What follows belongs to an exercise in optimizing a design on an open flow for small area, a short achievable clock period and few clock cycles per item; a production flow would make more cautious choices. At most, simulation tests tie the RTL to the original design; equivalence was not proved. Function not checked in run 1: the RTL went through the layout flow alone.

## flow/design.v (module list and top-level ports; edited modules follow where they fit)
// module aslc_mul: 884 lines
// module adaptive_step_length_controller: 271 lines
module adaptive_step_length_controller (
    input  logic                             aclk,
    input  logic                             aresetn,
    input  logic                             s_tvalid,
    output logic                             s_tready,
    input  logic [aslc_pkg::S_TDATA_W-1:0]   s_tdata,
    input  logic                             s_tuser,
    output logic                             m_tvalid,
    input  logic                             m_tready,
    output logic [aslc_pkg::M_TDATA_W-1:0]   m_tdata,
    output logic                             m_tlast,
    input  logic                             cfg_valid,
    output logic                             cfg_ready,
    input  logic [aslc_pkg::CFG_IDX_W-1:0]   cfg_index,
    input  logic [aslc_pkg::CFG_DATA_W-1:0]  cfg_data
);
  // ...
==> flow/run.sh <==
#!/bin/bash
# synth_recipe.tcl (not shown) runs the flow's synth.tcl, then flattens the netlist and writes it again
# the make line also repeats each setting of config.mk as NAME=value (left out here)
make -C /OpenROAD-flow-scripts/flow DESIGN_CONFIG=/design/flow/config.mk WORK_HOME=/design/flow/orfs CLKGATE_MAP_FILE= SYNTH_SCRIPT=/design/flow/synth_recipe.tcl finish
==> flow/config.mk <==
export PLATFORM = sky130hd
export DESIGN_NAME = adaptive_step_length_controller
export DESIGN_NICKNAME = adaptive_step_length_controller
export VERILOG_FILES = /design/flow/design.v
export SDC_FILE = /design/flow/constraint.sdc
export NUM_CORES = 4
export LEC_CHECK = 0
export CAP_MARGIN = 80
export CORE_MARGIN = 2
export CORE_UTILIZATION = 40
export SLEW_MARGIN = 80
==> flow/constraint.sdc <==
create_clock -name core_clock -period 18.0 [get_ports {aclk}]
set_input_delay 3.6000 -clock core_clock [delete_from_list [all_inputs] [get_ports {aclk}]]
set_output_delay 3.6000 -clock core_clock [all_outputs]
set_load 0.01 [all_outputs]
==> flow_summary.json, run 1 <==
{
  "fillers": 11900,
  "final-hold-violation-count": 0,
  "initial_core_util_pct": 40.3,
  "clock-sinks": 518,
  "drt-pass1-iter-count": 6,
  "crit_slowest_cell": "clkdlybuf4s50_1",
  "hold_buffers": 0,
  "hpwl_um": 159000,
  "status": "no timing/DRC/antenna violations",
  "nonClkBufAreaFrac_pct": 11.4,
  "crit_buf_inv": 14,
  "seq_area_frac_synth_pct": 23.5,
  "largest_cell_class": "multi-input gates",
  "clk_latency_ns": 0.71,
  "cts_tree": "yes",
  "skew_ns": 0.0356,
  "grt_pass1_wl_um": 302000,
  "ant_nets": 0,
  "antenna_found_initial": 12,
  "synth.most_common_cell": "nand2_1",
  "post-route-drc-count": 0,
  "yosysTopAreaCell": "dfxtp_1",
  "yosysTopAreaCellShare_pct": 13.5,
  "synth_compound_area_share_pct": 19.3,
  "dp.cells": 8057,
  "nWellTaps": 1662,
  "clock_buffers": 91,
  "yosys-top-cells-count": "832 x nand2_1, 626 x inv_1, 509 x a21oi_1, 446 x xnor2_1, 402 x ha_1",
  "overflow": 0,
  "gp_congestion": 1.08,
  "post_drt_via_cell_ratio": 5.83
}
==> module adaptive_step_length_controller, before the edit <==
module adaptive_step_length_controller (
    input  logic                             aclk,
    input  logic                             aresetn,
    input  logic                             s_tvalid,
    output logic                             s_tready,
    input  logic [aslc_pkg::S_TDATA_W-1:0]   s_tdata,
    input  logic                             s_tuser,
    output logic                             m_tvalid,
    input  logic                             m_tready,
    output logic [aslc_pkg::M_TDATA_W-1:0]   m_tdata,
    output logic                             m_tlast,
    input  logic                             cfg_valid,
    output logic                             cfg_ready,
    input  logic [aslc_pkg::CFG_IDX_W-1:0]   cfg_index,
    input  logic [aslc_pkg::CFG_DATA_W-1:0]  cfg_data
);
    function automatic logic [24:0] booth(input logic [15:0] f);
        logic [17:0] e;
        e = {1'b0, f, 1'b0};
        for (int k = 0; k < 8; k++) begin
            booth[k]      = e[2*k+2];
            booth[8 + k]  = e[2*k+1] ^ e[2*k];
            booth[16 + k] = (e[2*k+2] & ~e[2*k+1] & ~e[2*k]) |
                            (~e[2*k+2] & e[2*k+1] & e[2*k]);
        end
        booth[24] = f[15];
    endfunction
    logic [31:0]       c_floor, c_ceil, c_thr;
    logic [15:0]       c_rise, c_drop, c_iter;
    logic [46:0]       c_eps;
    logic signed [8:0] c_streak;
    assign cfg_ready = 1'b1;
    always_ff @(posedge aclk) begin
        if (!aresetn) begin
            c_floor  <= RST_MIN_LENGTH;
            c_ceil   <= RST_MAX_LENGTH;
            c_rise   <= RST_RISE_FACTOR;
            c_drop   <= RST_DROP_FACTOR;
            c_eps    <= RST_EPSILON;
            c_thr    <= RST_CHANGE_THR;
            c_streak <= STREAK_NONE;
            c_iter   <= RST_MAX_ITER;
        end else if (cfg_valid) begin
            case (cfg_index)
                3'd0: c_floor  <= cfg_data[31:0];
                3'd1: c_ceil   <= cfg_data[31:0];
                3'd2: c_rise   <= cfg_data[15:0];
                3'd3: c_drop   <= cfg_data[15:0];
                3'd4: c_eps    <= cfg_data[46:0];
                3'd5: c_thr    <= cfg_data[31:0];
                3'd6: c_streak <= $signed(cfg_data[8:0]);
                3'd7: c_iter   <= cfg_data[15:0];
            endcase
        end
    end
    logic [31:0]        st_len;
    logic [31:0]        st_len_n;     
    logic [31:0]        len_c;
    logic [31:0]        st_total;
    logic [47:0]        st_acc;
    logic signed [8:0]  st_streak;
    logic [15:0]        st_iter;
    logic               st_active, st_desc, st_strict, st_tot;
    logic [31:0]        st_retreat;
    logic               out_valid;
    logic               in_valid;
    logic               i_op;
    logic [47:0]        i_val;
    logic               i_chg_le;
    logic [31:0]        i_prev;
    logic               i_reuse;
    logic [1:0]         i_mode;
    logic               i_desc;
    logic               i_better;
    logic [24:0]        i_booth;
    logic fire, take;
    assign fire     = in_valid && (!out_valid || m_tready);
    assign s_tready = !in_valid || fire;
    assign take     = s_tvalid && s_tready;
    logic        upd_acc;
    logic [32:0] tsum;
    logic [31:0] t_sat;
    logic [33:0] t_left;
    logic [31:0] tl_s, tl_c;
    logic        c_ones, t_gt, t_eq;
    logic [31:0] k_rise;
    logic        len_lt_ceil, len_eq_ceil, len_gt_ceil, grow_ok;
    logic [36:0] crow;
    logic        ovr;
    logic [31:0] ovr_len, len_ge, len_lt;
    logic [31:0] s_len;
    logic        s_strict;
    logic [47:0] prod;
    logic        ge;
    logic [31:0] unsat;
    logic        psat;
    logic [31:0] alpha;
    logic [15:0] iter_inc;
    logic        iter_done, streak_done, floor_done;
    logic        done_early, done_rise, done;
    logic signed [8:0] streak_inc;
    assign upd_acc = !i_op || (st_active && !i_chg_le && i_better);
    assign len_c   = ~st_len_n;
    assign tsum    = {1'b0, st_total} + {1'b0, len_c};
    assign t_sat   = tsum[32] ? '1 : tsum[31:0];
    assign tl_s    = c_ceil ^ ~st_total ^ st_len_n;
    assign tl_c    = (c_ceil & ~st_total) | (c_ceil & st_len_n) | (~st_total & st_len_n);
    assign t_left  = {2'b0, tl_s} - ~{1'b1, tl_c, 1'b1};
    assign c_ones  = &c_ceil;
    assign t_gt    = t_left[33] && !(tsum[32] && c_ones);
    assign t_eq    = (t_left == '0) || (tsum[32] && c_ones);
    assign k_rise  = !st_tot ? c_ceil : (t_left[33] ? '0 : t_left[31:0]);
    assign len_lt_ceil = len_c < c_ceil;
    assign len_eq_ceil = len_c == c_ceil;
    assign len_gt_ceil = !len_lt_ceil && !len_eq_ceil;
    assign grow_ok     = st_strict || len_lt_ceil;
    assign crow = {5'h1F, !i_better ? ~c_floor : st_tot ? ~t_left[31:0] : ~c_ceil};
    aslc_mul u_mul (
        .x    (st_len),
        .neg  (i_booth[7:0]),
        .one  (i_booth[15:8]),
        .two  (i_booth[23:16]),
        .y15  (i_booth[24]),
        .r    (crow),
        .r12x (!i_better),
        .p    (prod),
        .ge   (ge)
    );
    assign unsat = prod[43:12];
    assign psat  = |prod[47:44];
    assign iter_inc    = (st_iter != '1) ? st_iter + 16'd1 : st_iter;
    assign iter_done   = iter_inc >= c_iter;
    assign streak_done = (st_streak != STREAK_NONE) && !c_streak[8] &&
                         (st_streak >= c_streak);
    assign streak_inc  = (st_streak != STREAK_NONE && st_streak < STREAK_MAX)
                         ? st_streak + 9'sd1 : st_streak;
    assign floor_done  = len_c == c_floor;
    assign done_early  = i_chg_le || iter_done ||
                         (!i_better && (streak_done || floor_done));
    assign done_rise   = grow_ok && st_tot && (tsum != '0) &&
                         (t_gt || (t_eq && prod[47:12] != '0));
    assign done        = done_early || (i_better && done_rise);
    always_comb begin
        ovr     = 1'b1;
        ovr_len = '0;
        if (done_early) begin
            ovr_len = '0;
        end else if (i_better) begin
            if (!grow_ok) begin
                ovr_len = len_c;
            end else if (st_tot && t_left[33]) begin
                ovr_len = '0;
            end else begin
                ovr = 1'b0;
            end
        end else if (len_gt_ceil) begin
            ovr_len = c_ceil;
        end else begin
            ovr = 1'b0;
        end
    end
    assign len_ge = ovr ? ovr_len : i_better ? k_rise : (psat ? '1 : unsat);
    assign len_lt = ovr ? ovr_len : i_better ? unsat : c_floor;
    assign alpha  = ge ? len_ge : len_lt;
    assign s_strict = (i_mode != RANGE_LOOSE) || (c_floor == c_ceil);
    always_comb begin
        s_len = (i_reuse && i_prev != '0) ? i_prev : c_ceil;
        if (s_strict) begin
            if (s_len > c_ceil) begin
                s_len = c_ceil;
            end else if (s_len < c_floor) begin
                s_len = c_floor;
            end
        end
    end
    always_ff @(posedge aclk) begin
        if (!aresetn) begin
            st_len    <= '0;
            st_len_n  <= '1;
            st_total  <= '0;
            st_acc    <= '0;
            st_active <= 1'b0;
            in_valid  <= 1'b0;
            out_valid <= 1'b0;
        end else begin
            if (take) begin
                in_valid <= 1'b1;
            end else if (fire) begin
                in_valid <= 1'b0;
            end
            if (fire) begin
                out_valid <= 1'b1;
            end else if (m_tready) begin
                out_valid <= 1'b0;
            end
            if (fire) begin
                if (upd_acc) begin
                    st_acc <= i_val;
                end
                if (!i_op) begin
                    st_total  <= '0;
                    st_active <= c_iter != '0;
                    st_len    <= (c_iter != '0) ? s_len : '0;
                    st_len_n  <= (c_iter != '0) ? ~s_len : '1;
                end else if (st_active) begin
                    if (!i_chg_le && i_better) begin
                        st_total <= t_sat;
                    end
                    st_active <= !done;
                    st_len    <= done_early ? '0 : alpha;
                    st_len_n  <= done_early ? '1 : ~alpha;
                end
            end
        end
    end
    always_ff @(posedge aclk) begin
        if (fire) begin
            if (!i_op) begin
                st_streak <= STREAK_NONE;
                st_iter   <= '0;
                st_desc   <= i_desc;
                st_strict <= s_strict;
                st_tot    <= i_mode == RANGE_STRICT_TOTAL;
            end else if (st_active) begin
                st_iter <= iter_inc;
                if (!i_chg_le) begin
                    st_streak <= i_better ? 9'sd0 : streak_inc;
                end
            end
            st_retreat <= (i_op && st_active && (i_chg_le || !i_better)) ? len_c : '0;
        end
    end
    logic [47:0]        in_val;
    logic [31:0]        in_chg, in_prev;
    logic               in_reuse, in_desc;
    logic [1:0]         in_mode;
    logic [47:0]        acc_c;
    logic               desc_c;
    logic [49:0]        xa, xb, xe, xs, xc;
    logic               better_in;
    assign in_val   = s_tdata[47:0];
    assign in_chg   = s_tdata[79:48];
    assign in_prev  = s_tdata[111:80];
    assign in_reuse = s_tdata[112];
    assign in_desc  = s_tdata[113];
    assign in_mode  = s_tdata[115:114];
    assign acc_c  = (in_valid && upd_acc) ? i_val : st_acc;
    assign desc_c = (in_valid && !i_op) ? i_desc : st_desc;
    assign xa = {{2{acc_c[47]}}, acc_c} ^ {50{!desc_c}};
    assign xb = {{2{in_val[47]}}, in_val} ^ {50{desc_c}};
    assign xe = ~{3'b0, c_eps};
    assign xs = xa ^ xb ^ xe;
    assign xc = {(xa[48:0] & xb[48:0]) | (xa[48:0] & xe[48:0]) | (xb[48:0] & xe[48:0]), 1'b1};
    assign better_in = !(xs[49] ^ xc[49] ^ (xs[48:0] > ~xc[48:0]));
    always_ff @(posedge aclk) begin
        if (take) begin
            i_op           <= s_tuser;
            i_val          <= in_val;
            i_chg_le       <= in_chg <= c_thr;
            i_prev         <= in_prev;
            i_reuse        <= in_reuse;
            i_mode         <= in_mode;
            i_desc         <= in_desc;
            i_better       <= better_in;
            i_booth        <= better_in ? booth(c_rise) : booth(c_drop);
        end
    end
    assign m_tvalid = out_valid;
    assign m_tlast  = !st_active;
    assign m_tdata  = {st_total, st_acc, st_len, st_retreat};
endmodule
==> inputs of run 2 (changes only) <==
--- a/flow/design.v
+++ b/flow/design.v
@@ -78,17 +78,19 @@
     } result_t;
 endpackage
 module aslc_mul (
     input  logic [31:0] x,
     input  logic [7:0]  neg,
     input  logic [7:0]  one,
     input  logic [7:0]  two,
     input  logic        y15,
-    input  logic [36:0] r,
+    input  logic [36:0] a,
+    input  logic [31:0] b,
+    input  logic [31:0] cc,
     input  logic        r12x,
     output logic [47:0] p,
     output logic        ge
 );
     wire pp0_0 = ((one[0] & x[0])) ^ neg[0];
     wire pp0_1 = ((one[0] & x[1]) | (two[0] & x[0])) ^ neg[0];
     wire pp0_2 = ((one[0] & x[2]) | (two[0] & x[1])) ^ neg[0];
     wire pp0_3 = ((one[0] & x[3]) | (two[0] & x[2])) ^ neg[0];
@@ -875,94 +877,242 @@
     wire s481 = s391 ^ c308 ^ c390;
     wire c482 = (s391 & c308) | (s391 & c390) | (c308 & c390);
     wire s483 = s393 ^ c310 ^ c392;
     wire c484 = (s393 & c310) | (s393 & c392) | (c310 & c392);
     wire s485 = s395 ^ 1'b1 ^ c394;
     wire c486 = (s395 & 1'b1) | (s395 & c394) | (1'b1 & c394);
     wire s487 = ns7 ^ pp8_31 ^ c396;
     wire c488 = (ns7 & pp8_31) | (ns7 & c396) | (pp8_31 & c396);
-    wire s489 = s417 ^ c416 ^ r[0];
-    wire c490 = (s417 & c416) | (s417 & r[0]) | (c416 & r[0]);
-    wire s491 = s419 ^ c418 ^ r[1];
-    wire c492 = (s419 & c418) | (s419 & r[1]) | (c418 & r[1]);
-    wire s493 = s421 ^ c420 ^ r[2];
-    wire c494 = (s421 & c420) | (s421 & r[2]) | (c420 & r[2]);
-    wire s495 = s423 ^ c422 ^ r[3];
-    wire c496 = (s423 & c422) | (s423 & r[3]) | (c422 & r[3]);
-    wire s497 = s425 ^ c424 ^ r[4];
-    wire c498 = (s425 & c424) | (s425 & r[4]) | (c424 & r[4]);
-    wire s499 = s427 ^ c426 ^ r[5];
-    wire c500 = (s427 & c426) | (s427 & r[5]) | (c426 & r[5]);
-    wire s501 = s429 ^ c428 ^ r[6];
-    wire c502 = (s429 & c428) | (s429 & r[6]) | (c428 & r[6]);
-    wire s503 = s431 ^ c430 ^ r[7];
-    wire c504 = (s431 & c430) | (s431 & r[7]) | (c430 & r[7]);
-    wire s505 = s433 ^ c432 ^ r[8];
-    wire c506 = (s433 & c432) | (s433 & r[8]) | (c432 & r[8]);
-    wire s507 = s435 ^ c434 ^ r[9];
-    wire c508 = (s435 & c434) | (s435 & r[9]) | (c434 & r[9]);
-    wire s509 = s437 ^ c436 ^ r[10];
-    wire c510 = (s437 & c436) | (s437 & r[10]) | (c436 & r[10]);
-    wire s511 = s439 ^ c438 ^ r[11];
-    wire c512 = (s439 & c438) | (s439 & r[11]) | (c438 & r[11]);
-    wire s513 = s441 ^ c440 ^ r[12];
-    wire c514 = (s441 & c440) | (s441 & r[12]) | (c440 & r[12]);
-    wire s515 = s443 ^ c442 ^ r[13];
-    wire c516 = (s443 & c442) | (s443 & r[13]) | (c442 & r[13]);
-    wire s517 = s445 ^ c444 ^ r[14];
-    wire c518 = (s445 & c444) | (s445 & r[14]) | (c444 & r[14]);
-    wire s519 = s447 ^ c446 ^ r[15];
-    wire c520 = (s447 & c446) | (s447 & r[15]) | (c446 & r[15]);
-    wire s521 = s449 ^ c448 ^ r[16];
-    wire c522 = (s449 & c448) | (s449 & r[16]) | (c448 & r[16]);
-    wire s523 = s451 ^ c450 ^ r[17];
-    wire c524 = (s451 & c450) | (s451 & r[17]) | (c450 & r[17]);
-    wire s525 = s453 ^ c452 ^ r[18];
-    wire c526 = (s453 & c452) | (s453 & r[18]) | (c452 & r[18]);
-    wire s527 = s455 ^ c454 ^ r[19];
-    wire c528 = (s455 & c454) | (s455 & r[19]) | (c454 & r[19]);
-    wire s529 = s457 ^ c456 ^ r[20];
-    wire c530 = (s457 & c456) | (s457 & r[20]) | (c456 & r[20]);
-    wire s531 = s459 ^ c458 ^ r[21];
-    wire c532 = (s459 & c458) | (s459 & r[21]) | (c458 & r[21]);
-    wire s533 = s461 ^ c460 ^ r[22];
-    wire c534 = (s461 & c460) | (s461 & r[22]) | (c460 & r[22]);
-    wire s535 = s463 ^ c462 ^ r[23];
-    wire c536 = (s463 & c462) | (s463 & r[23]) | (c462 & r[23]);
-    wire s537 = s465 ^ c464 ^ r[24];
-    wire c538 = (s465 & c464) | (s465 & r[24]) | (c464 & r[24]);
-    wire s539 = s467 ^ c466 ^ r[25];
-    wire c540 = (s467 & c466) | (s467 & r[25]) | (c466 & r[25]);
-    wire s541 = s469 ^ c468 ^ r[26];
-    wire c542 = (s469 & c468) | (s469 & r[26]) | (c468 & r[26]);
-    wire s543 = s471 ^ c470 ^ r[27];
-    wire c544 = (s471 & c470) | (s471 & r[27]) | (c470 & r[27]);
-    wire s545 = s473 ^ c472 ^ r[28];
-    wire c546 = (s473 & c472) | (s473 & r[28]) | (c472 & r[28]);
-    wire s547 = s475 ^ c474 ^ r[29];
-    wire c548 = (s475 & c474) | (s475 & r[29]) | (c474 & r[29]);
-    wire s549 = s477 ^ c476 ^ r[30];
-    wire c550 = (s477 & c476) | (s477 & r[30]) | (c476 & r[30]);
-    wire s551 = s479 ^ c478 ^ r[31];
-    wire c552 = (s479 & c478) | (s479 & r[31]) | (c478 & r[31]);
-    wire s553 = s481 ^ c480 ^ r[32];
-    wire c554 = (s481 & c480) | (s481 & r[32]) | (c480 & r[32]);
-    wire s555 = s483 ^ c482 ^ r[33];
-    wire c556 = (s483 & c482) | (s483 & r[33]) | (c482 & r[33]);
-    wire s557 = s485 ^ c484 ^ r[34];
-    wire c558 = (s485 & c484) | (s485 & r[34]) | (c484 & r[34]);
-    wire s559 = s487 ^ c486 ^ r[35];
-    wire c560 = (s487 & c486) | (s487 & r[35]) | (c486 & r[35]);
-    wire s561 = 1'b1 ^ c488 ^ r[36];
-    wire c562 = (1'b1 & c488) | (1'b1 & r[36]) | (c488 & r[36]);
+    wire s489 = a[0] ^ b[0] ^ cc[0];
+    wire c490 = (a[0] & b[0]) | (a[0] & cc[0]) | (b[0] & cc[0]);
+    wire s491 = a[1] ^ b[1] ^ cc[1];
+    wire c492 = (a[1] & b[1]) | (a[1] & cc[1]) | (b[1] & cc[1]);
+    wire s493 = a[2] ^ b[2] ^ cc[2];
+    wire c494 = (a[2] & b[2]) | (a[2] & cc[2]) | (b[2] & cc[2]);
+    wire s495 = a[3] ^ b[3] ^ cc[3];
+    wire c496 = (a[3] & b[3]) | (a[3] & cc[3]) | (b[3] & cc[3]);
+    wire s497 = a[4] ^ b[4] ^ cc[4];
+    wire c498 = (a[4] & b[4]) | (a[4] & cc[4]) | (b[4] & cc[4]);
+    wire s499 = a[5] ^ b[5] ^ cc[5];
+    wire c500 = (a[5] & b[5]) | (a[5] & cc[5]) | (b[5] & cc[5]);
+    wire s501 = a[6] ^ b[6] ^ cc[6];
+    wire c502 = (a[6] & b[6]) | (a[6] & cc[6]) | (b[6] & cc[6]);
+    wire s503 = a[7] ^ b[7] ^ cc[7];
+    wire c504 = (a[7] & b[7]) | (a[7] & cc[7]) | (b[7] & cc[7]);
+    wire s505 = a[8] ^ b[8] ^ cc[8];
+    wire c506 = (a[8] & b[8]) | (a[8] & cc[8]) | (b[8] & cc[8]);
+    wire s507 = a[9] ^ b[9] ^ cc[9];
+    wire c508 = (a[9] & b[9]) | (a[9] & cc[9]) | (b[9] & cc[9]);
+    wire s509 = a[10] ^ b[10] ^ cc[10];
+    wire c510 = (a[10] & b[10]) | (a[10] & cc[10]) | (b[10] & cc[10]);
+    wire s511 = a[11] ^ b[11] ^ cc[11];
+    wire c512 = (a[11] & b[11]) | (a[11] & cc[11]) | (b[11] & cc[11]);
+    wire s513 = a[12] ^ b[12] ^ cc[12];
+    wire c514 = (a[12] & b[12]) | (a[12] & cc[12]) | (b[12] & cc[12]);
+    wire s515 = a[13] ^ b[13] ^ cc[13];
+    wire c516 = (a[13] & b[13]) | (a[13] & cc[13]) | (b[13] & cc[13]);
+    wire s517 = a[14] ^ b[14] ^ cc[14];
+    wire c518 = (a[14] & b[14]) | (a[14] & cc[14]) | (b[14] & cc[14]);
+    wire s519 = a[15] ^ b[15] ^ cc[15];
+    wire c520 = (a[15] & b[15]) | (a[15] & cc[15]) | (b[15] & cc[15]);
+    wire s521 = a[16] ^ b[16] ^ cc[16];
+    wire c522 = (a[16] & b[16]) | (a[16] & cc[16]) | (b[16] & cc[16]);
+    wire s523 = a[17] ^ b[17] ^ cc[17];
+    wire c524 = (a[17] & b[17]) | (a[17] & cc[17]) | (b[17] & cc[17]);
+    wire s525 = a[18] ^ b[18] ^ cc[18];
+    wire c526 = (a[18] & b[18]) | (a[18] & cc[18]) | (b[18] & cc[18]);
+    wire s527 = a[19] ^ b[19] ^ cc[19];
+    wire c528 = (a[19] & b[19]) | (a[19] & cc[19]) | (b[19] & cc[19]);
+    wire s529 = a[20] ^ b[20] ^ cc[20];
+    wire c530 = (a[20] & b[20]) | (a[20] & cc[20]) | (b[20] & cc[20]);
+    wire s531 = a[21] ^ b[21] ^ cc[21];
+    wire c532 = (a[21] & b[21]) | (a[21] & cc[21]) | (b[21] & cc[21]);
+    wire s533 = a[22] ^ b[22] ^ cc[22];
+    wire c534 = (a[22] & b[22]) | (a[22] & cc[22]) | (b[22] & cc[22]);
+    wire s535 = a[23] ^ b[23] ^ cc[23];
+    wire c536 = (a[23] & b[23]) | (a[23] & cc[23]) | (b[23] & cc[23]);
+    wire s537 = a[24] ^ b[24] ^ cc[24];
+    wire c538 = (a[24] & b[24]) | (a[24] & cc[24]) | (b[24] & cc[24]);
+    wire s539 = a[25] ^ b[25] ^ cc[25];
+    wire c540 = (a[25] & b[25]) | (a[25] & cc[25]) | (b[25] & cc[25]);
+    wire s541 = a[26] ^ b[26] ^ cc[26];
+    wire c542 = (a[26] & b[26]) | (a[26] & cc[26]) | (b[26] & cc[26]);
+    wire s543 = a[27] ^ b[27] ^ cc[27];
+    wire c544 = (a[27] & b[27]) | (a[27] & cc[27]) | (b[27] & cc[27]);
+    wire s545 = a[28] ^ b[28] ^ cc[28];
+    wire c546 = (a[28] & b[28]) | (a[28] & cc[28]) | (b[28] & cc[28]);
+    wire s547 = a[29] ^ b[29] ^ cc[29];
+    wire c548 = (a[29] & b[29]) | (a[29] & cc[29]) | (b[29] & cc[29]);
+    wire s549 = a[30] ^ b[30] ^ cc[30];
+    wire c550 = (a[30] & b[30]) | (a[30] & cc[30]) | (b[30] & cc[30]);
+    wire s551 = a[31] ^ b[31] ^ cc[31];
+    wire c552 = (a[31] & b[31]) | (a[31] & cc[31]) | (b[31] & cc[31]);
+    wire s553 = a[32] ^ 1'b0 ^ 1'b0;
+    wire c554 = (a[32] & 1'b0) | (a[32] & 1'b0) | (1'b0 & 1'b0);
+    wire s555 = a[33] ^ 1'b0 ^ 1'b0;
+    wire c556 = (a[33] & 1'b0) | (a[33] & 1'b0) | (1'b0 & 1'b0);
+    wire s557 = a[34] ^ 1'b0 ^ 1'b0;
+    wire c558 = (a[34] & 1'b0) | (a[34] & 1'b0) | (1'b0 & 1'b0);
+    wire s559 = a[35] ^ 1'b0 ^ 1'b0;
+    wire c560 = (a[35] & 1'b0) | (a[35] & 1'b0) | (1'b0 & 1'b0);
+    wire s561 = a[36] ^ 1'b0 ^ 1'b0;
+    wire c562 = (a[36] & 1'b0) | (a[36] & 1'b0) | (1'b0 & 1'b0);
+    wire s563 = s417 ^ c416 ^ s489;
+    wire c564 = (s417 & c416) | (s417 & s489) | (c416 & s489);
+    wire s565 = s419 ^ c418 ^ s491;
+    wire c566 = (s419 & c418) | (s419 & s491) | (c418 & s491);
+    wire s567 = s421 ^ c420 ^ s493;
+    wire c568 = (s421 & c420) | (s421 & s493) | (c420 & s493);
+    wire s569 = s423 ^ c422 ^ s495;
+    wire c570 = (s423 & c422) | (s423 & s495) | (c422 & s495);
+    wire s571 = s425 ^ c424 ^ s497;
+    wire c572 = (s425 & c424) | (s425 & s497) | (c424 & s497);
+    wire s573 = s427 ^ c426 ^ s499;
+    wire c574 = (s427 & c426) | (s427 & s499) | (c426 & s499);
+    wire s575 = s429 ^ c428 ^ s501;
+    wire c576 = (s429 & c428) | (s429 & s501) | (c428 & s501);
+    wire s577 = s431 ^ c430 ^ s503;
+    wire c578 = (s431 & c430) | (s431 & s503) | (c430 & s503);
+    wire s579 = s433 ^ c432 ^ s505;
+    wire c580 = (s433 & c432) | (s433 & s505) | (c432 & s505);
+    wire s581 = s435 ^ c434 ^ s507;
+    wire c582 = (s435 & c434) | (s435 & s507) | (c434 & s507);
+    wire s583 = s437 ^ c436 ^ s509;
+    wire c584 = (s437 & c436) | (s437 & s509) | (c436 & s509);
+    wire s585 = s439 ^ c438 ^ s511;
+    wire c586 = (s439 & c438) | (s439 & s511) | (c438 & s511);
+    wire s587 = s441 ^ c440 ^ s513;
+    wire c588 = (s441 & c440) | (s441 & s513) | (c440 & s513);
+    wire s589 = s443 ^ c442 ^ s515;
+    wire c590 = (s443 & c442) | (s443 & s515) | (c442 & s515);
+    wire s591 = s445 ^ c444 ^ s517;
+    wire c592 = (s445 & c444) | (s445 & s517) | (c444 & s517);
+    wire s593 = s447 ^ c446 ^ s519;
+    wire c594 = (s447 & c446) | (s447 & s519) | (c446 & s519);
+    wire s595 = s449 ^ c448 ^ s521;
+    wire c596 = (s449 & c448) | (s449 & s521) | (c448 & s521);
+    wire s597 = s451 ^ c450 ^ s523;
+    wire c598 = (s451 & c450) | (s451 & s523) | (c450 & s523);
+    wire s599 = s453 ^ c452 ^ s525;
+    wire c600 = (s453 & c452) | (s453 & s525) | (c452 & s525);
+    wire s601 = s455 ^ c454 ^ s527;
+    wire c602 = (s455 & c454) | (s455 & s527) | (c454 & s527);
+    wire s603 = s457 ^ c456 ^ s529;
+    wire c604 = (s457 & c456) | (s457 & s529) | (c456 & s529);
+    wire s605 = s459 ^ c458 ^ s531;
+    wire c606 = (s459 & c458) | (s459 & s531) | (c458 & s531);
+    wire s607 = s461 ^ c460 ^ s533;
+    wire c608 = (s461 & c460) | (s461 & s533) | (c460 & s533);
+    wire s609 = s463 ^ c462 ^ s535;
+    wire c610 = (s463 & c462) | (s463 & s535) | (c462 & s535);
+    wire s611 = s465 ^ c464 ^ s537;
+    wire c612 = (s465 & c464) | (s465 & s537) | (c464 & s537);
+    wire s613 = s467 ^ c466 ^ s539;
+    wire c614 = (s467 & c466) | (s467 & s539) | (c466 & s539);
+    wire s615 = s469 ^ c468 ^ s541;
+    wire c616 = (s469 & c468) | (s469 & s541) | (c468 & s541);
+    wire s617 = s471 ^ c470 ^ s543;
+    wire c618 = (s471 & c470) | (s471 & s543) | (c470 & s543);
+    wire s619 = s473 ^ c472 ^ s545;
+    wire c620 = (s473 & c472) | (s473 & s545) | (c472 & s545);
+    wire s621 = s475 ^ c474 ^ s547;
+    wire c622 = (s475 & c474) | (s475 & s547) | (c474 & s547);
+    wire s623 = s477 ^ c476 ^ s549;
+    wire c624 = (s477 & c476) | (s477 & s549) | (c476 & s549);
+    wire s625 = s479 ^ c478 ^ s551;
+    wire c626 = (s479 & c478) | (s479 & s551) | (c478 & s551);
+    wire s627 = s481 ^ c480 ^ s553;
+    wire c628 = (s481 & c480) | (s481 & s553) | (c480 & s553);
+    wire s629 = s483 ^ c482 ^ s555;
+    wire c630 = (s483 & c482) | (s483 & s555) | (c482 & s555);
+    wire s631 = s485 ^ c484 ^ s557;
+    wire c632 = (s485 & c484) | (s485 & s557) | (c484 & s557);
+    wire s633 = s487 ^ c486 ^ s559;
+    wire c634 = (s487 & c486) | (s487 & s559) | (c486 & s559);
+    wire s635 = 1'b1 ^ c488 ^ s561;
+    wire c636 = (1'b1 & c488) | (1'b1 & s561) | (c488 & s561);
+    wire s637 = s563 ^ 1'b0;
+    wire c638 = s563 & 1'b0;
+    wire s639 = s565 ^ c564 ^ c490;
+    wire c640 = (s565 & c564) | (s565 & c490) | (c564 & c490);
+    wire s641 = s567 ^ c566 ^ c492;
+    wire c642 = (s567 & c566) | (s567 & c492) | (c566 & c492);
+    wire s643 = s569 ^ c568 ^ c494;
+    wire c644 = (s569 & c568) | (s569 & c494) | (c568 & c494);
+    wire s645 = s571 ^ c570 ^ c496;
+    wire c646 = (s571 & c570) | (s571 & c496) | (c570 & c496);
+    wire s647 = s573 ^ c572 ^ c498;
+    wire c648 = (s573 & c572) | (s573 & c498) | (c572 & c498);
+    wire s649 = s575 ^ c574 ^ c500;
+    wire c650 = (s575 & c574) | (s575 & c500) | (c574 & c500);
+    wire s651 = s577 ^ c576 ^ c502;
+    wire c652 = (s577 & c576) | (s577 & c502) | (c576 & c502);
+    wire s653 = s579 ^ c578 ^ c504;
+    wire c654 = (s579 & c578) | (s579 & c504) | (c578 & c504);
+    wire s655 = s581 ^ c580 ^ c506;
+    wire c656 = (s581 & c580) | (s581 & c506) | (c580 & c506);
+    wire s657 = s583 ^ c582 ^ c508;
+    wire c658 = (s583 & c582) | (s583 & c508) | (c582 & c508);
+    wire s659 = s585 ^ c584 ^ c510;
+    wire c660 = (s585 & c584) | (s585 & c510) | (c584 & c510);
+    wire s661 = s587 ^ c586 ^ c512;
+    wire c662 = (s587 & c586) | (s587 & c512) | (c586 & c512);
+    wire s663 = s589 ^ c588 ^ c514;
+    wire c664 = (s589 & c588) | (s589 & c514) | (c588 & c514);
+    wire s665 = s591 ^ c590 ^ c516;
+    wire c666 = (s591 & c590) | (s591 & c516) | (c590 & c516);
+    wire s667 = s593 ^ c592 ^ c518;
+    wire c668 = (s593 & c592) | (s593 & c518) | (c592 & c518);
+    wire s669 = s595 ^ c594 ^ c520;
+    wire c670 = (s595 & c594) | (s595 & c520) | (c594 & c520);
+    wire s671 = s597 ^ c596 ^ c522;
+    wire c672 = (s597 & c596) | (s597 & c522) | (c596 & c522);
+    wire s673 = s599 ^ c598 ^ c524;
+    wire c674 = (s599 & c598) | (s599 & c524) | (c598 & c524);
+    wire s675 = s601 ^ c600 ^ c526;
+    wire c676 = (s601 & c600) | (s601 & c526) | (c600 & c526);
+    wire s677 = s603 ^ c602 ^ c528;
+    wire c678 = (s603 & c602) | (s603 & c528) | (c602 & c528);
+    wire s679 = s605 ^ c604 ^ c530;
+    wire c680 = (s605 & c604) | (s605 & c530) | (c604 & c530);
+    wire s681 = s607 ^ c606 ^ c532;
+    wire c682 = (s607 & c606) | (s607 & c532) | (c606 & c532);
+    wire s683 = s609 ^ c608 ^ c534;
+    wire c684 = (s609 & c608) | (s609 & c534) | (c608 & c534);
+    wire s685 = s611 ^ c610 ^ c536;
+    wire c686 = (s611 & c610) | (s611 & c536) | (c610 & c536);
+    wire s687 = s613 ^ c612 ^ c538;
+    wire c688 = (s613 & c612) | (s613 & c538) | (c612 & c538);
+    wire s689 = s615 ^ c614 ^ c540;
+    wire c690 = (s615 & c614) | (s615 & c540) | (c614 & c540);
+    wire s691 = s617 ^ c616 ^ c542;
+    wire c692 = (s617 & c616) | (s617 & c542) | (c616 & c542);
+    wire s693 = s619 ^ c618 ^ c544;
+    wire c694 = (s619 & c618) | (s619 & c544) | (c618 & c544);
+    wire s695 = s621 ^ c620 ^ c546;
+    wire c696 = (s621 & c620) | (s621 & c546) | (c620 & c546);
+    wire s697 = s623 ^ c622 ^ c548;
+    wire c698 = (s623 & c622) | (s623 & c548) | (c622 & c548);
+    wire s699 = s625 ^ c624 ^ c550;
+    wire c700 = (s625 & c624) | (s625 & c550) | (c624 & c550);
+    wire s701 = s627 ^ c626 ^ c552;
+    wire c702 = (s627 & c626) | (s627 & c552) | (c626 & c552);
+    wire s703 = s629 ^ c628 ^ c554;
+    wire c704 = (s629 & c628) | (s629 & c554) | (c628 & c554);
+    wire s705 = s631 ^ c630 ^ c556;
+    wire c706 = (s631 & c630) | (s631 & c556) | (c630 & c556);
+    wire s707 = s633 ^ c632 ^ c558;
+    wire c708 = (s633 & c632) | (s633 & c558) | (c632 & c558);
+    wire s709 = s635 ^ c634 ^ c560;
+    wire c710 = (s635 & c634) | (s635 & c560) | (c634 & c560);
     wire [48:0] ra = {1'b1, s487, s485, s483, s481, s479, s477, s475, s473, s471, s469, s467, s465, s463, s461, s459, s457, s455, s453, s451, s449, s447, s445, s443, s441, s439, s437, s435, s433, s431, s429, s427, s425, s423, s421, s419, s417, s415, s413, s411, s409, s407, s405, s403, s401, s399, s397, pp0_1, pp0_0};
     wire [48:0] rb = {c488, c486, c484, c482, c480, c478, c476, c474, c472, c470, c468, c466, c464, c462, c460, c458, c456, c454, c452, c450, c448, c446, c444, c442, c440, c438, c436, c434, c432, c430, c428, c426, c424, c422, c420, c418, c416, c414, c412, c410, c408, c406, c404, c402, c400, c398, neg[1], 1'b0, neg[0]};
-    wire [48:0] qa = {s561, s559, s557, s555, s553, s551, s549, s547, s545, s543, s541, s539, s537, s535, s533, s531, s529, s527, s525, s523, s521, s519, s517, s515, s513, s511, s509, s507, s505, s503, s501, s499, s497, s495, s493, s491, s489, s415, s413, s411, s409, s407, s405, s403, s401, s399, s397, pp0_1, pp0_0};
-    wire [48:0] qb = {c560, c558, c556, c554, c552, c550, c548, c546, c544, c542, c540, c538, c536, c534, c532, c530, c528, c526, c524, c522, c520, c518, c516, c514, c512, c510, c508, c506, c504, c502, c500, c498, c496, c494, c492, c490, r12x, c414, c412, c410, c408, c406, c404, c402, c400, c398, neg[1], 1'b0, neg[0]};
+    wire [48:0] qa = {s709, s707, s705, s703, s701, s699, s697, s695, s693, s691, s689, s687, s685, s683, s681, s679, s677, s675, s673, s671, s669, s667, s665, s663, s661, s659, s657, s655, s653, s651, s649, s647, s645, s643, s641, s639, s637, s415, s413, s411, s409, s407, s405, s403, s401, s399, s397, pp0_1, pp0_0};
+    wire [48:0] qb = {c708, c706, c704, c702, c700, c698, c696, c694, c692, c690, c688, c686, c684, c682, c680, c678, c676, c674, c672, c670, c668, c666, c664, c662, c660, c658, c656, c654, c652, c650, c648, c646, c644, c642, c640, c638, r12x, c414, c412, c410, c408, c406, c404, c402, c400, c398, neg[1], 1'b0, neg[0]};
     assign p  = ra[47:0] + rb[47:0];
     assign ge = ~(qa[48] ^ qb[48] ^ (qa[47:0] > ~qb[47:0]));
 endmodule
 import aslc_pkg::*;
 module adaptive_step_length_controller (
     input  logic                             aclk,
     input  logic                             aresetn,
     input  logic                             s_tvalid,
@@ -1013,18 +1163,16 @@
                 3'd4: c_eps    <= cfg_data[46:0];
                 3'd5: c_thr    <= cfg_data[31:0];
                 3'd6: c_streak <= $signed(cfg_data[8:0]);
                 3'd7: c_iter   <= cfg_data[15:0];
             endcase
         end
     end
     logic [31:0]        st_len;
-    logic [31:0]        st_len_n;     
-    logic [31:0]        len_c;
     logic [31:0]        st_total;
     logic [47:0]        st_acc;
     logic signed [8:0]  st_streak;
     logic [15:0]        st_iter;
     logic               st_active, st_desc, st_strict, st_tot;
     logic [31:0]        st_retreat;
     logic               out_valid;
     logic               in_valid;
@@ -1033,170 +1181,172 @@
     logic               i_chg_le;
     logic [31:0]        i_prev;
     logic               i_reuse;
     logic [1:0]         i_mode;
     logic               i_desc;
     logic               i_better;
     logic [24:0]        i_booth;
     logic fire, take;
+    logic room;          
+    logic in_valid_nx, out_valid_nx;
     assign fire     = in_valid && (!out_valid || m_tready);
-    assign s_tready = !in_valid || fire;
+    assign s_tready = room || m_tready;
     assign take     = s_tvalid && s_tready;
     logic        upd_acc;
     logic [32:0] tsum;
     logic [31:0] t_sat;
-    logic [33:0] t_left;
-    logic [31:0] tl_s, tl_c;
-    logic        c_ones, t_gt, t_eq;
+    logic [32:0] t_left;
+    logic        t_gt;
     logic [31:0] k_rise;
     logic        len_lt_ceil, len_eq_ceil, len_gt_ceil, grow_ok;
-    logic [36:0] crow;
+    logic        use_tot;
+    logic [36:0] crow_a;
+    logic [31:0] crow_b, crow_c;
     logic        ovr;
-    logic [31:0] ovr_len, len_ge, len_lt;
+    logic [31:0] ovr_len, len_ge, len_lt, len_keep, len_nx;
+    logic        len_sel;
     logic [31:0] s_len;
     logic        s_strict;
     logic [47:0] prod;
     logic        ge;
     logic [31:0] unsat;
     logic        psat;
-    logic [31:0] alpha;
     logic [15:0] iter_inc;
     logic        iter_done, streak_done, floor_done;
     logic        done_early, done_rise, done;
     logic signed [8:0] streak_inc;
+    assign in_valid_nx  = take || (in_valid && !fire);
+    assign out_valid_nx = fire || (out_valid && !m_tready);
     assign upd_acc = !i_op || (st_active && !i_chg_le && i_better);
-    assign len_c   = ~st_len_n;
-    assign tsum    = {1'b0, st_total} + {1'b0, len_c};
-    assign t_sat   = tsum[32] ? '1 : tsum[31:0];
-    assign tl_s    = c_ceil ^ ~st_total ^ st_len_n;
-    assign tl_c    = (c_ceil & ~st_total) | (c_ceil & st_len_n) | (~st_total & st_len_n);
-    assign t_left  = {2'b0, tl_s} - ~{1'b1, tl_c, 1'b1};
-    assign c_ones  = &c_ceil;
-    assign t_gt    = t_left[33] && !(tsum[32] && c_ones);
-    assign t_eq    = (t_left == '0) || (tsum[32] && c_ones);
-    assign k_rise  = !st_tot ? c_ceil : (t_left[33] ? '0 : t_left[31:0]);
-    assign len_lt_ceil = len_c < c_ceil;
-    assign len_eq_ceil = len_c == c_ceil;
+    assign tsum   = {1'b0, st_total} + {1'b0, st_len};
+    assign t_sat  = tsum[32] ? '1 : tsum[31:0];
+    assign t_left = {1'b0, c_ceil} - {1'b0, t_sat};
+    assign t_gt   = t_left[32];
+    assign k_rise = !st_tot ? c_ceil : (t_gt ? '0 : t_left[31:0]);
+    assign len_lt_ceil = st_len < c_ceil;
+    assign len_eq_ceil = st_len == c_ceil;
     assign len_gt_ceil = !len_lt_ceil && !len_eq_ceil;
     assign grow_ok     = st_strict || len_lt_ceil;
-    assign crow = {5'h1F, !i_better ? ~c_floor : st_tot ? ~t_left[31:0] : ~c_ceil};
+    assign use_tot = i_better && st_tot;
+    assign crow_a  = {5'h1F, i_better ? ~c_ceil : ~c_floor};
+    assign crow_b  = use_tot ? st_total : '0;
+    assign crow_c  = use_tot ? st_len : '0;
     aslc_mul u_mul (
         .x    (st_len),
         .neg  (i_booth[7:0]),
         .one  (i_booth[15:8]),
         .two  (i_booth[23:16]),
         .y15  (i_booth[24]),
-        .r    (crow),
+        .a    (crow_a),
+        .b    (crow_b),
+        .cc   (crow_c),
         .r12x (!i_better),
         .p    (prod),
         .ge   (ge)
     );
     assign unsat = prod[43:12];
     assign psat  = |prod[47:44];
     assign iter_inc    = (st_iter != '1) ? st_iter + 16'd1 : st_iter;
     assign iter_done   = iter_inc >= c_iter;
     assign streak_done = (st_streak != STREAK_NONE) && !c_streak[8] &&
                          (st_streak >= c_streak);
     assign streak_inc  = (st_streak != STREAK_NONE && st_streak < STREAK_MAX)
                          ? st_streak + 9'sd1 : st_streak;
-    assign floor_done  = len_c == c_floor;
+    assign floor_done  = st_len == c_floor;
     assign done_early  = i_chg_le || iter_done ||
                          (!i_better && (streak_done || floor_done));
     assign done_rise   = grow_ok && st_tot && (tsum != '0) &&
-                         (t_gt || (t_eq && prod[47:12] != '0));
+                         (t_gt || (t_left[31:0] == '0 && prod[47:12] != '0));
     assign done        = done_early || (i_better && done_rise);
     always_comb begin
         ovr     = 1'b1;
         ovr_len = '0;
         if (done_early) begin
             ovr_len = '0;
         end else if (i_better) begin
             if (!grow_ok) begin
-                ovr_len = len_c;
-            end else if (st_tot && t_left[33]) begin
+                ovr_len = st_len;
+            end else if (st_tot && (t_gt || tsum[32])) begin
                 ovr_len = '0;
             end else begin
                 ovr = 1'b0;
             end
         end else if (len_gt_ceil) begin
             ovr_len = c_ceil;
         end else begin
             ovr = 1'b0;
         end
     end
-    assign len_ge = ovr ? ovr_len : i_better ? k_rise : (psat ? '1 : unsat);
-    assign len_lt = ovr ? ovr_len : i_better ? unsat : c_floor;
-    assign alpha  = ge ? len_ge : len_lt;
+    assign len_keep = !aresetn ? '0
+                    : !fire ? st_len
+                    : !i_op ? ((c_iter != '0) ? s_len : '0)
+                    : !st_active ? st_len
+                    : ovr_len;
+    assign len_sel  = aresetn && fire && i_op && st_active && !ovr;
+    assign len_ge   = len_sel ? (i_better ? k_rise : (psat ? '1 : unsat)) : len_keep;
+    assign len_lt   = len_sel ? (i_better ? unsat : c_floor) : len_keep;
+    assign len_nx   = ge ? len_ge : len_lt;
     assign s_strict = (i_mode != RANGE_LOOSE) || (c_floor == c_ceil);
     always_comb begin
         s_len = (i_reuse && i_prev != '0) ? i_prev : c_ceil;
         if (s_strict) begin
             if (s_len > c_ceil) begin
                 s_len = c_ceil;
             end else if (s_len < c_floor) begin
                 s_len = c_floor;
             end
         end
     end
     always_ff @(posedge aclk) begin
         if (!aresetn) begin
-            st_len    <= '0;
-            st_len_n  <= '1;
             st_total  <= '0;
             st_acc    <= '0;
             st_active <= 1'b0;
             in_valid  <= 1'b0;
             out_valid <= 1'b0;
+            room      <= 1'b1;
         end else begin
-            if (take) begin
-                in_valid <= 1'b1;
-            end else if (fire) begin
-                in_valid <= 1'b0;
-            end
-            if (fire) begin
-                out_valid <= 1'b1;
-            end else if (m_tready) begin
-                out_valid <= 1'b0;
-            end
+            in_valid  <= in_valid_nx;
+            out_valid <= out_valid_nx;
+            room      <= !in_valid_nx || !out_valid_nx;
             if (fire) begin
                 if (upd_acc) begin
                     st_acc <= i_val;
                 end
                 if (!i_op) begin
                     st_total  <= '0;
                     st_active <= c_iter != '0;
-                    st_len    <= (c_iter != '0) ? s_len : '0;
-                    st_len_n  <= (c_iter != '0) ? ~s_len : '1;
                 end else if (st_active) begin
                     if (!i_chg_le && i_better) begin
                         st_total <= t_sat;
                     end
                     st_active <= !done;
-                    st_len    <= done_early ? '0 : alpha;
-                    st_len_n  <= done_early ? '1 : ~alpha;
                 end
             end
         end
     end
     always_ff @(posedge aclk) begin
+        st_len <= len_nx;
+    end
+    always_ff @(posedge aclk) begin
         if (fire) begin
             if (!i_op) begin
                 st_streak <= STREAK_NONE;
                 st_iter   <= '0;
                 st_desc   <= i_desc;
                 st_strict <= s_strict;
                 st_tot    <= i_mode == RANGE_STRICT_TOTAL;
             end else if (st_active) begin
                 st_iter <= iter_inc;
                 if (!i_chg_le) begin
                     st_streak <= i_better ? 9'sd0 : streak_inc;
                 end
             end
-            st_retreat <= (i_op && st_active && (i_chg_le || !i_better)) ? len_c : '0;
+            st_retreat <= (i_op && st_active && (i_chg_le || !i_better)) ? st_len : '0;
         end
     end
     logic [47:0]        in_val;
     logic [31:0]        in_chg, in_prev;
     logic               in_reuse, in_desc;
     logic [1:0]         in_mode;
     logic [47:0]        acc_c;
     logic               desc_c;
==> flow/flow/run.sh (new file) <==
#!/bin/bash
# The standard layout (the standard.sh, standard synthesis included), with
# two changes: the buffers that placement puts on every input and output port
# are sky130_fd_sc_hd__buf_2 instead of the resizer's default choice, and
# timing repair aims for 10 ns of setup slack at the design's clock period.
set -euo pipefail
bash standard.sh 'BUFFER_PORTS_ARGS=-buffer_cell sky130_fd_sc_hd__buf_2' SETUP_SLACK_MARGIN=10 finish > standard_flow.log 2>&1
==> flow/standard.sh (new file) <==
#!/bin/bash
# synth_recipe.tcl (not shown) runs the flow's synth.tcl, then flattens the netlist and writes it again
# the make line also repeats each setting of config.mk as NAME=value (left out here)
make -C /OpenROAD-flow-scripts/flow DESIGN_CONFIG=/design/flow/config.mk WORK_HOME=/design/flow/orfs CLKGATE_MAP_FILE= SYNTH_SCRIPT=/design/flow/synth_recipe.tcl "${@:-finish}"
==> flow/config.mk (replaced) <==
export PLATFORM = sky130hd
export DESIGN_NAME = adaptive_step_length_controller
export DESIGN_NICKNAME = adaptive_step_length_controller
export VERILOG_FILES = /design/flow/design.v
export SDC_FILE = /design/flow/constraint.sdc
export NUM_CORES = 4
export LEC_CHECK = 0
export CAP_MARGIN = 20
export CORE_MARGIN = 2
export CORE_UTILIZATION = 55
export SLEW_MARGIN = 20
removed: flow/run.sh
==> flow_summary.json, run 2 <==
{
  "design_area_mm2": 0.0561,
  "min_to": "c_thr[13]",
  "clk_pin_slew_worst_paths_ns": 0.07,
  "cts_max_level": 2,
  "period_share_pct": 43.8,
  "grt_pass1_wl_um": 282000,
  "synthCells": 6094,
  "crit_path_end_kind": "flop",
  "drive_gt1_share_pct": 10.3,
  "whs_ns": 0.467,
  "synth-seq-cells": 487,
  "track_usage_pct": 39.4,
  "overflow": 0,
  "grt_max_degree": 226,
  "place_area_mm2": 0.0535,
  "cts_tree": "yes",
  "area_growth_pct": 9.71,
  "crit_buf_inv": 5,
  "clk_latency_ns": 0.68,
  "setup_slack_ns": 10.12,
  "yosysTopAreaCell": "fa_1",
  "cp-startpoint": "st_len[24]",
  "yosysTopAreaCellShare_pct": 14.1,
  "synthesis.area_mm2": 0.0511,
  "top_regs": "i_val (48), st_acc (48), c_eps (47)",
  "die-area_mm2": 0.0954,
  "relSlewSlack_pct": 7.06,
  "synth_area_leaders": "fa_1 14%, dfxtp_1 12%, edfxtp_1 10%",
  "path_delay_family": "adder cells",
  "hp-start": "c_thr[13]",
  "reg2reg_depth": 24,
  "routed_wl_um": 190000,
  "ios": 324,
  "cp_cell_sequence": "buf_8 -> a22oi_1 -> xnor2_1 -> fa_1 -> fa_1 -> inv_1 -> fa_1 -> fa_1 -> fa_1 -> inv_1 -> fa_1 -> ha_1 -> nand4_1 -> or3_4 -> or3_4 -> or2_2 -> o2111a_1 -> nor3_4 -> buf_12 -> nand4_4 -> buf_12 -> o32ai_1 -> a21oi_1 -> a32o_1",
  "die-height_um": 309,
  "setup_viol": 0,
  "hold_buffers": 0,
  "maxCapViolCount": 0,
  "max_stage_delay_ns": 0.58,
  "drt-pass1-iter-count": 6,
  "core_mm2": 0.0919,
  "dr_total_vias": 46100,
  "finalCriticalPeriod_ns": 7.88,
  "final-hold-violation-count": 0,
  "crit_path_start_kind": "flop",
  "synth_nets": 7008,
  "cts_buffers": 57,
  "synth.avg_cell_area_um2": 8.39,
  "cp_common_cell": "fa_1",
  "drtIter0Drc": 4947,
  "max_freq_mhz": 127,
  "synth_top_flop_cell": "dfxtp_1",
  "crit_fanout": 21,
  "seq_area_frac_synth_pct": 22.4,
  "hpwl_um": 139000,
  "layout_commonest_cell": "nand2_1",
  "reg2reg_from": "st_len[24]",
  "final_cell_mix": "851 x nand2_1, 655 x inv_1, 377 x ha_1",
  "nets": 7082,
  "required_ns": 18.56,
  "rrSetupSlack_ns": 10.12,
  "portBuffers": 318,
  "grt_pass1_vias": 44900,
  "clock-sinks": 487,
  "synth.most_common_cell": "nand2_1",
  "synth_edf_count": 171,
  "rr_endpoint": "st_len[2]",
  "dp_slack_ns": 8.66,
  "die_x_um": 309,
  "rows": 111,
  "status": "no timing/DRC/antenna violations",
  "setup-tns-final_ns": 0,
  "initial_core_util_pct": 55.6,
  "root_buffer": "clkbuf_16",
  "gp_congestion": 1.01,
  "worst_ep_arrival_time_ns": 8.44,
  "tightestPinTransition_ns": 1.38,
  "critPathKind": "reg2reg",
  "post-route-drc-count": 0,
  "hold_class": "reg2reg",
  "finalMaxSlewViolations": 0,
  "synth_cell_types": 109,
  "wl_per_cell_um": 25.4,
  "skew_ns": 0.0365,
  "synth_warnings": 1,
  "ant_nets": 0,
  "synth_async_sr_flop_share_pct": 0,
  "antenna_found_initial": 24,
  "post_drt_via_cell_ratio": 6.17,
  "rsz0062_at_grt": "true",
  "yosys-top-cells-count": "853 x nand2_1, 656 x inv_1, 377 x ha_1, 361 x fa_1, 352 x xnor2_1",
  "crit_slowest_cell": "fa_1",
  "whs_path_depth": 2,
  "clk_path_buf_depth": 3
}
==> run 2: cell types whose count changed after synthesis, sizes merged, moves of 49 or more <==
cell | previous run | this run
a21boi | 20 | 245
a21oi | 510 | 306
xnor2 | 446 | 352
xor2 | 114 | 189
o221ai | 6 | 66
and2 | 38 | 87
==> run 2: timing repair <==
action / 4_1_cts / 5_1_grt
buffers inserted: 2 / 4
cloned: 1 / 1
endpoints found under the setup margin: 32 / 32
pin swaps: 2 / 2
gates resized for setup: 43 / 46
==> run 2: cells by family after synthesis <==
kind of cell             share of synthesized area [%]
flip-flops                                        22.4
multiplexers                                      2.44
buffers and inverters                             8.19
AO/OA/AOI/OAI                                     19.6
other                                          0.00733
adder cells (fa/ha/maj)                           23.4
XOR/XNOR                                          9.27
AND/OR/NAND/NOR                                   14.7
==> run 2: worst max path at each step <==
| stage | endpoint | slack [ns] | cells after the start |
|---|---|---|---|
| 2_1_floorplan | s_tready | 10.49 | 1 |
| 3_3_place_gp | st_len[28] | 8.66 | 24 |
| 3_5_place_dp | st_len[28] | 8.66 | 24 |
| 4_1_cts | st_len[2] | 10.01 | 25 |
| 5_1_grt | st_len[2] | 9.95 | 25 |
| 6_report | st_len[2] | 10.12 | 24 |
==> run 2: tightest hold or removal path: stages (launching register included) <==
cell and delay [ns]:
dfxtp_1 0.31, nand2_1 0.05, a21boi_0 0.06
==> run 2: cell type report <==
| type | count | area [um2] |
|---|---|---|
| repair buffers | 435 | 2780 |
| clock buffers | 76 | 1710 |
| multi-input cells | 4526 | 35700 |
| well taps | 1243 | 1560 |
| flip-flops and latches | 487 | 11500 |
| fillers | 8418 | 35800 |
| diodes | 8 | 20.0 |
| inverters | 661 | 2490 |
| clock inverters | 32 | 412 |
==> run 2: per-stage QoR <==
stage          utilization [%]  cells
6_report                  61.0   7468
5_1_grt                   61.0   7466
4_1_cts                   60.7   7455
3_5_place_dp              58.2   7344
3_3_place_gp              58.2   7344
2_1_floorplan                -   6094
==> run 2: metal layers <==
layer	up-vias	GRT usage [%]	share of wire, %
li1	20900	-	-
met1	22000	50.9	39
met2	2525	60.8	44
met3	591	9.87	11
met4	34	21.2	6.0
met5	-	0	0.11
Testbench counts of run 2, summed over its fixed seeds: cycles 8,582, items 8,246.
==> inputs of run 3 (changes only) <==
--- a/flow/config.mk
+++ b/flow/config.mk
@@ -7,5 +7,5 @@
 export LEC_CHECK = 0
-export CAP_MARGIN = 20
+export CAP_MARGIN = 60
 export CORE_MARGIN = 2
-export CORE_UTILIZATION = 55
-export SLEW_MARGIN = 20
+export CORE_UTILIZATION = 40
+export SLEW_MARGIN = 60
==> flow_summary.json, run 3 <==
{
  "synth_area_leaders": "fa_1 14%, dfxtp_1 12%, edfxtp_1 10%",
  "grt_max_degree": 106,
  "finalMaxSlewViolations": 0,
  "dr_total_vias": 45500,
  "die-area_mm2": 0.131,
  "setup-tns-final_ns": 0,
  "clock-sinks": 487,
  "crit_fanout": 27,
  "synth_warnings": 1,
  "track_usage_pct": 28.8,
  "initial_core_util_pct": 40.2,
  "hold_class": "reg2reg",
  "overflow": 0,
  "setup_viol": 0,
  "cts_tree": "yes",
  "rows": 131,
  "max_freq_mhz": 128,
  "hold_buffers": 0,
  "synth_cell_types": 109,
  "gp_congestion": 0.966,
  "synth_nets": 7008,
  "nets": 7088,
  "synth_top_flop_cell": "dfxtp_1",
  "critPathKind": "reg2reg",
  "top_regs": "i_val (48), st_acc (48), c_eps (47)",
  "ios": 324,
  "post_drt_via_cell_ratio": 5.76,
  "skew_ns": 0.0536,
  "drive_gt1_share_pct": 11.2,
  "dp_slack_ns": 9.57,
  "die_x_um": 362,
  "grt_pass1_wl_um": 286000,
  "root_buffer": "clkbuf_16",
  "place_area_mm2": 0.0546,
  "cts_max_level": 2,
  "clk_path_buf_depth": 3,
  "finalCriticalPeriod_ns": 7.80,
  "area_growth_pct": 11.5,
  "portBuffers": 318,
  "synthCells": 6094,
  "core_mm2": 0.127,
  "clk_pin_slew_worst_paths_ns": 0.07,
  "final_cell_mix": "850 x nand2_1, 653 x inv_1, 377 x ha_1",
  "drt-pass1-iter-count": 7,
  "cp_cell_sequence": "buf_8 -> a22oi_1 -> xnor2_1 -> fa_1 -> fa_1 -> inv_1 -> fa_1 -> fa_1 -> fa_1 -> inv_1 -> fa_1 -> ha_1 -> nand4_1 -> or3_4 -> or3_4 -> or2_2 -> o2111a_1 -> nor3_4 -> buf_12 -> nand4_2 -> buf_6 -> o32ai_1 -> a21oi_1 -> a32o_1",
  "cp_common_cell": "fa_1",
  "required_ns": 18.55,
  "crit_path_end_kind": "flop",
  "hpwl_um": 146000,
  "routed_wl_um": 193000,
  "wl_per_cell_um": 24.4,
  "yosys-top-cells-count": "853 x nand2_1, 656 x inv_1, 377 x ha_1, 361 x fa_1, 352 x xnor2_1",
  "synthesis.area_mm2": 0.0511,
  "worst_ep_arrival_time_ns": 8.35,
  "maxCapViolCount": 0,
  "drtIter0Drc": 4127,
  "synth.most_common_cell": "nand2_1",
  "synth_async_sr_flop_share_pct": 0,
  "cts_buffers": 58,
  "crit_slowest_cell": "fa_1",
  "design_area_mm2": 0.0570,
  "antenna_found_initial": 30,
  "max_stage_delay_ns": 0.59,
  "yosysTopAreaCellShare_pct": 14.1,
  "postLayoutCoreUtil_pct": 44.8,
  "relSlewSlack_pct": 53.8,
  "synth_edf_count": 171,
  "yosysTopAreaCell": "fa_1",
  "grt_pass1_vias": 45300,
  "rsz0062_at_grt": "false",
  "synth-seq-cells": 487,
  "die-height_um": 362,
  "tightestPinTransition_ns": 0.688,
  "clk_latency_ns": 0.68,
  "status": "no timing/DRC/antenna violations",
  "ant_nets": 0,
  "final-hold-violation-count": 0,
  "post-route-drc-count": 0,
  "synth.avg_cell_area_um2": 8.39,
  "setup_slack_ns": 10.20,
  "layout_commonest_cell": "nand2_1",
  "period_share_pct": 43.3,
  "seq_area_frac_synth_pct": 22.4,
  "crit_path_start_kind": "flop"
}
==> run 3: cell counts after synthesis <==
Identical to the previous run, type by type.
==> run 3: logic make-up after synthesis <==
group	after synthesis	synth area share, %
AND/OR/NAND/NOR	1660	14.7
other	1	0.00733
adder cells (fa/ha/maj)	738	23.4
buffers and inverters	1082	8.19
multiplexers	122	2.44
AO/OA/AOI/OAI	1463	19.6
XOR/XNOR	541	9.27
flip-flops	487	22.4
==> run 3: area by class of cell <==
type                       instances  area (um2)
tap                             1662        2080
timing repair buffer             441        3080
clock inverter                    12         161
clock buffer                      96        1770
inverter                         661        2490
sequential                       487       11500
fill                           12600       70200
antenna                           12        30.0
multi-input combinational       4525       35900
==> run 3: routing by layer <==
metal	track usage [%]	vias up	wire length [um]
met3	5.65	477	15800
li1	-	20900	-
met1	37.1	22100	79800
met4	13.8	36	10400
met5	0	-	224
met2	46.3	2015	86400
==> run 3: critical path: cells and delay by family, from the launching register on <==
family	cells	cell delay [ns]
xor gates and xnor gates	1	0.24
buffers and inverters	5	0.77
adders and majority gates	7	3.46
DFF	1	0.49
and+or+nand+nor	6	1.70
AOI/OAI and AO/OA	5	0.91
==> run 3: through the flow <==
step	hold WS, ns	cells
final	0.461	7896
after global routing	0.483	7888
after CTS	0.464	7882
after detailed placement	0.456	7773
after global placement	0.455	7763
after floorplan	0.427	6094
==> run 3: worst paths after layout <==
path | from | to | slack [ns] | cells after the start
worst max-delay path | st_len[30] | st_len[2] | 10.20 | 24
worst min-delay path | c_thr[30] | c_thr[30] | 0.46 | 2
worst max register to register | st_len[30] | st_len[2] | 10.20 | 24
worst min register to register | c_thr[30] | c_thr[30] | 0.46 | 2
==> run 3: repair_timing <==
item | in CTS | in global routing
setup endpoints to repair | 32 | 32
setup buffers | 1 | 1
gates cloned | 0 | 1
pin swaps | 0 | 3
resized for setup | 30 | 92
==> inputs of run 4 (changes only) <==
==> flow/run.sh (new file) <==
#!/bin/bash
# synth_recipe.tcl (not shown) runs the flow's synth.tcl, then flattens the netlist and writes it again
# the make line also repeats each setting of config.mk as NAME=value (left out here)
make -C /OpenROAD-flow-scripts/flow DESIGN_CONFIG=/design/flow/config.mk WORK_HOME=/design/flow/orfs CLKGATE_MAP_FILE= SYNTH_SCRIPT=/design/flow/synth_recipe.tcl finish
removed: flow/flow/run.sh
removed: flow/standard.sh
==> flow_summary.json, run 4 <==
{
  "reg2reg_depth": 24,
  "rrSetupSlack_ns": 9.28,
  "synth_edf_count": 171,
  "required_ns": 18.56,
  "hpwl_um": 149000,
  "whs_path_depth": 2,
  "track_usage_pct": 29.7,
  "dr_total_vias": 45600,
  "maxCapViolCount": 0,
  "rr_endpoint": "st_len[2]",
  "core_mm2": 0.127,
  "clk_latency_ns": 0.71,
  "critPathKind": "reg2reg",
  "rows": 131,
  "synth.most_common_cell": "nand2_1",
  "synthCells": 6094,
  "portBuffers": 318,
  "ant_nets": 0,
  "seq_area_frac_synth_pct": 22.4,
  "setup_slack_ns": 9.28,
  "root_buffer": "clkbuf_16",
  "synth_area_leaders": "fa_1 14%, dfxtp_1 12%, edfxtp_1 10%",
  "nets": 7099,
  "multiInputGateArea_mm2": 0.0359,
  "ios": 324,
  "fillers": 12500,
  "synth_warnings": 1,
  "setup_viol": 0,
  "grt_max_degree": 113,
  "worst_ep_arrival_time_ns": 9.28,
  "hold_buffers": 0,
  "drt-pass1-iter-count": 7,
  "clock-sinks": 487,
  "crit_path_start_kind": "flop",
  "area_growth_pct": 14.1,
  "wl_per_cell_um": 25.0,
  "synth_top_flop_cell": "dfxtp_1",
  "max_freq_mhz": 115,
  "synth.avg_cell_area_um2": 8.39,
  "tightestPinTransition_ns": 0.667,
  "min_to": "c_thr[28]",
  "grt_pass1_vias": 45600,
  "overflow": 0,
  "die-height_um": 362,
  "period_share_pct": 48.4,
  "drive_gt1_share_pct": 6.45,
  "synth_async_sr_flop_share_pct": 0,
  "drtIter0Drc": 4017,
  "seqCellArea_mm2": 0.0115,
  "crit_fanout": 31,
  "cts_buffers": 60,
  "dp_slack_ns": 9.38,
  "hp-start": "c_thr[28]",
  "die-area_mm2": 0.131,
  "final_cell_mix": "850 x nand2_1, 653 x inv_1, 377 x ha_1",
  "whs_ns": 0.464,
  "cts_resized": 0,
  "yosys-top-cells-count": "853 x nand2_1, 656 x inv_1, 377 x ha_1, 361 x fa_1, 352 x xnor2_1",
  "cts_max_level": 2,
  "cp-startpoint": "i_booth[0]",
  "grt_pass1_wl_um": 293000,
  "crit_path_end_kind": "flop",
  "layout_commonest_cell": "nand2_1",
  "reg2reg_from": "i_booth[0]",
  "synth_nets": 7008,
  "post-route-drc-count": 0,
  "clk_pin_slew_worst_paths_ns": 0.06,
  "final-hold-violation-count": 0,
  "hold_class": "reg2reg",
  "synth_cell_types": 109,
  "yosysTopAreaCellShare_pct": 14.1,
  "synthesis.area_mm2": 0.0511,
  "routed_wl_um": 197000,
  "gp_congestion": 0.971,
  "initial_core_util_pct": 40.2,
  "clk_path_buf_depth": 3,
  "relSlewSlack_pct": 55.2,
  "antenna_found_initial": 21,
  "top_regs": "i_val (48), st_acc (48), c_eps (47)",
  "setup-tns-final_ns": 0,
  "rsz0062_at_grt": "false",
  "status": "no timing/DRC/antenna violations",
  "skew_ns": 0.0714,
  "yosysTopAreaCell": "fa_1",
  "finalMaxSlewViolations": 0,
  "die_x_um": 362,
  "synth-seq-cells": 487,
  "cts_setup_buffers": 0,
  "finalCriticalPeriod_ns": 8.72,
  "post_drt_via_cell_ratio": 5.77,
  "cts_tree": "yes"
}
-- run 4: cell types whose count changed in the layout (fill, tap and decap cells not counted), sizes merged, moves of 4 or more --
| cell | delta |
|---|---|
| clkdlybuf4s50 | +299 |
| buf | -288 |
| clkbuf | -18 |
| clkinv | +11 |
| diode | -8 |
| clkinvlp | +5 |
| bufinv | +4 |
-- run 4: kinds of logic after synthesis --
group	share of synthesized area [%]
and+or+nand+nor	14.7
AOI/OAI and AO/OA	19.6
buffers and inverters	8.19
adders and majority gates	23.4
xor gates and xnor gates	9.27
DFF	22.4
muxes	2.44
other	0.00733
-- run 4: layout make-up --
class	instances	share of cell area [%]
Clock buffer	81	3.01
Tap cell	1662	3.56
Sequential cell	487	19.6
Multi-Input combinational cell	4525	61.5
Antenna cell	4	0.0172
Inverter	661	4.26
Timing Repair Buffer	450	7.31
Clock inverter	32	0.673
-- run 4: metal layers --
layer | vias up | part of all wire [%] | track usage [%]
met5 | - | 0.13 | 0
met1 | 22200 | 42 | 38.6
li1 | 20900 | - | -
met4 | 36 | 5.5 | 14.4
met3 | 471 | 8.2 | 5.78
met2 | 1996 | 45 | 47.3
-- run 4: worst max path at each step --
stage                            end  slack [ns]  depth (start not counted)
after floorplan             s_tready       10.49                          1
after global placement    st_len[24]        9.20                         25
after detailed placement  st_len[24]        9.38                         24
after CTS                  st_len[2]        9.35                         24
after global routing       st_len[2]        9.01                         24
final                      st_len[2]        9.28                         24
-- run 4: through the flow --
step	cells	util (%)	area (um2)
2_1_floorplan	6094	-	51100
3_3_place_gp	7773	43.8	55700
3_5_place_dp	7783	44.1	56100
4_1_cts	7896	45.8	58200
5_1_grt	7898	45.9	58300
6_report	7902	45.9	58300
-- run 4: critical path, cell delays in order, from the launching register on --
cell and delay [ns]:
edfxtp_1 0.71, buf_4 0.60, xnor2_1 0.21, fa_1 0.53, fa_1 0.55, inv_1 0.06
fa_1 0.51, fa_1 0.63, fa_1 0.55, inv_1 0.05, fa_1 0.48, ha_1 0.32
nand4_1 0.19, or3_4 0.47, or3_4 0.42, o21a_1 0.19, mux2i_1 0.16, o41ai_2 0.13
nor3_4 0.20, buf_4 0.46, nand4_2 0.13, buf_4 0.29, o32ai_1 0.34, a21oi_1 0.08
a32o_1 0.24

[port drivers added, routing unchanged]
How much do the figures lean on ideal ports? The routed layouts below were timed once more, with nothing changed but the port constraints.
Step 1: set_driving_cell puts a clkbuf_16 on aclk and a buf_2 on each other input, an assumption about the parent block.
Step 2 times the ports against the registers' clock, not the clock port: input delays grow and output delays shrink by t, the midpoint of the rising clock arrivals with the driver on.
a / b / c = no drivers / after step 1 / after step 2; a / b = the first two.
run | t (ns) | slack for setup (ns) | hold WS [ns] | worst setup path after step 2 | worst slew at a driven data input, ns
run 1 | 0.767 | 8.079 / 8.079 / 8.079 | 0.443 / 0.443 / 0.443 | register to register | 0.17
run 2 | 0.735 | 10.122 / 10.122 / 10.122 | 0.467 / 0.467 / 0.467 | register to register | 0.09
run 3 | 0.735 | 10.203 / 10.181 / 10.181 | 0.461 / 0.461 / 0.461 | input to output | 0.09
run 4 | 0.750 | 9.280 / 9.280 / 9.280 | 0.464 / 0.464 / 0.464 | register to register | 0.09
After both steps every run listed still meets setup and hold. For run 3, which loses most, drivers alone change the setup slack by -0.022 ns; drivers and shift together by -0.022 ns.
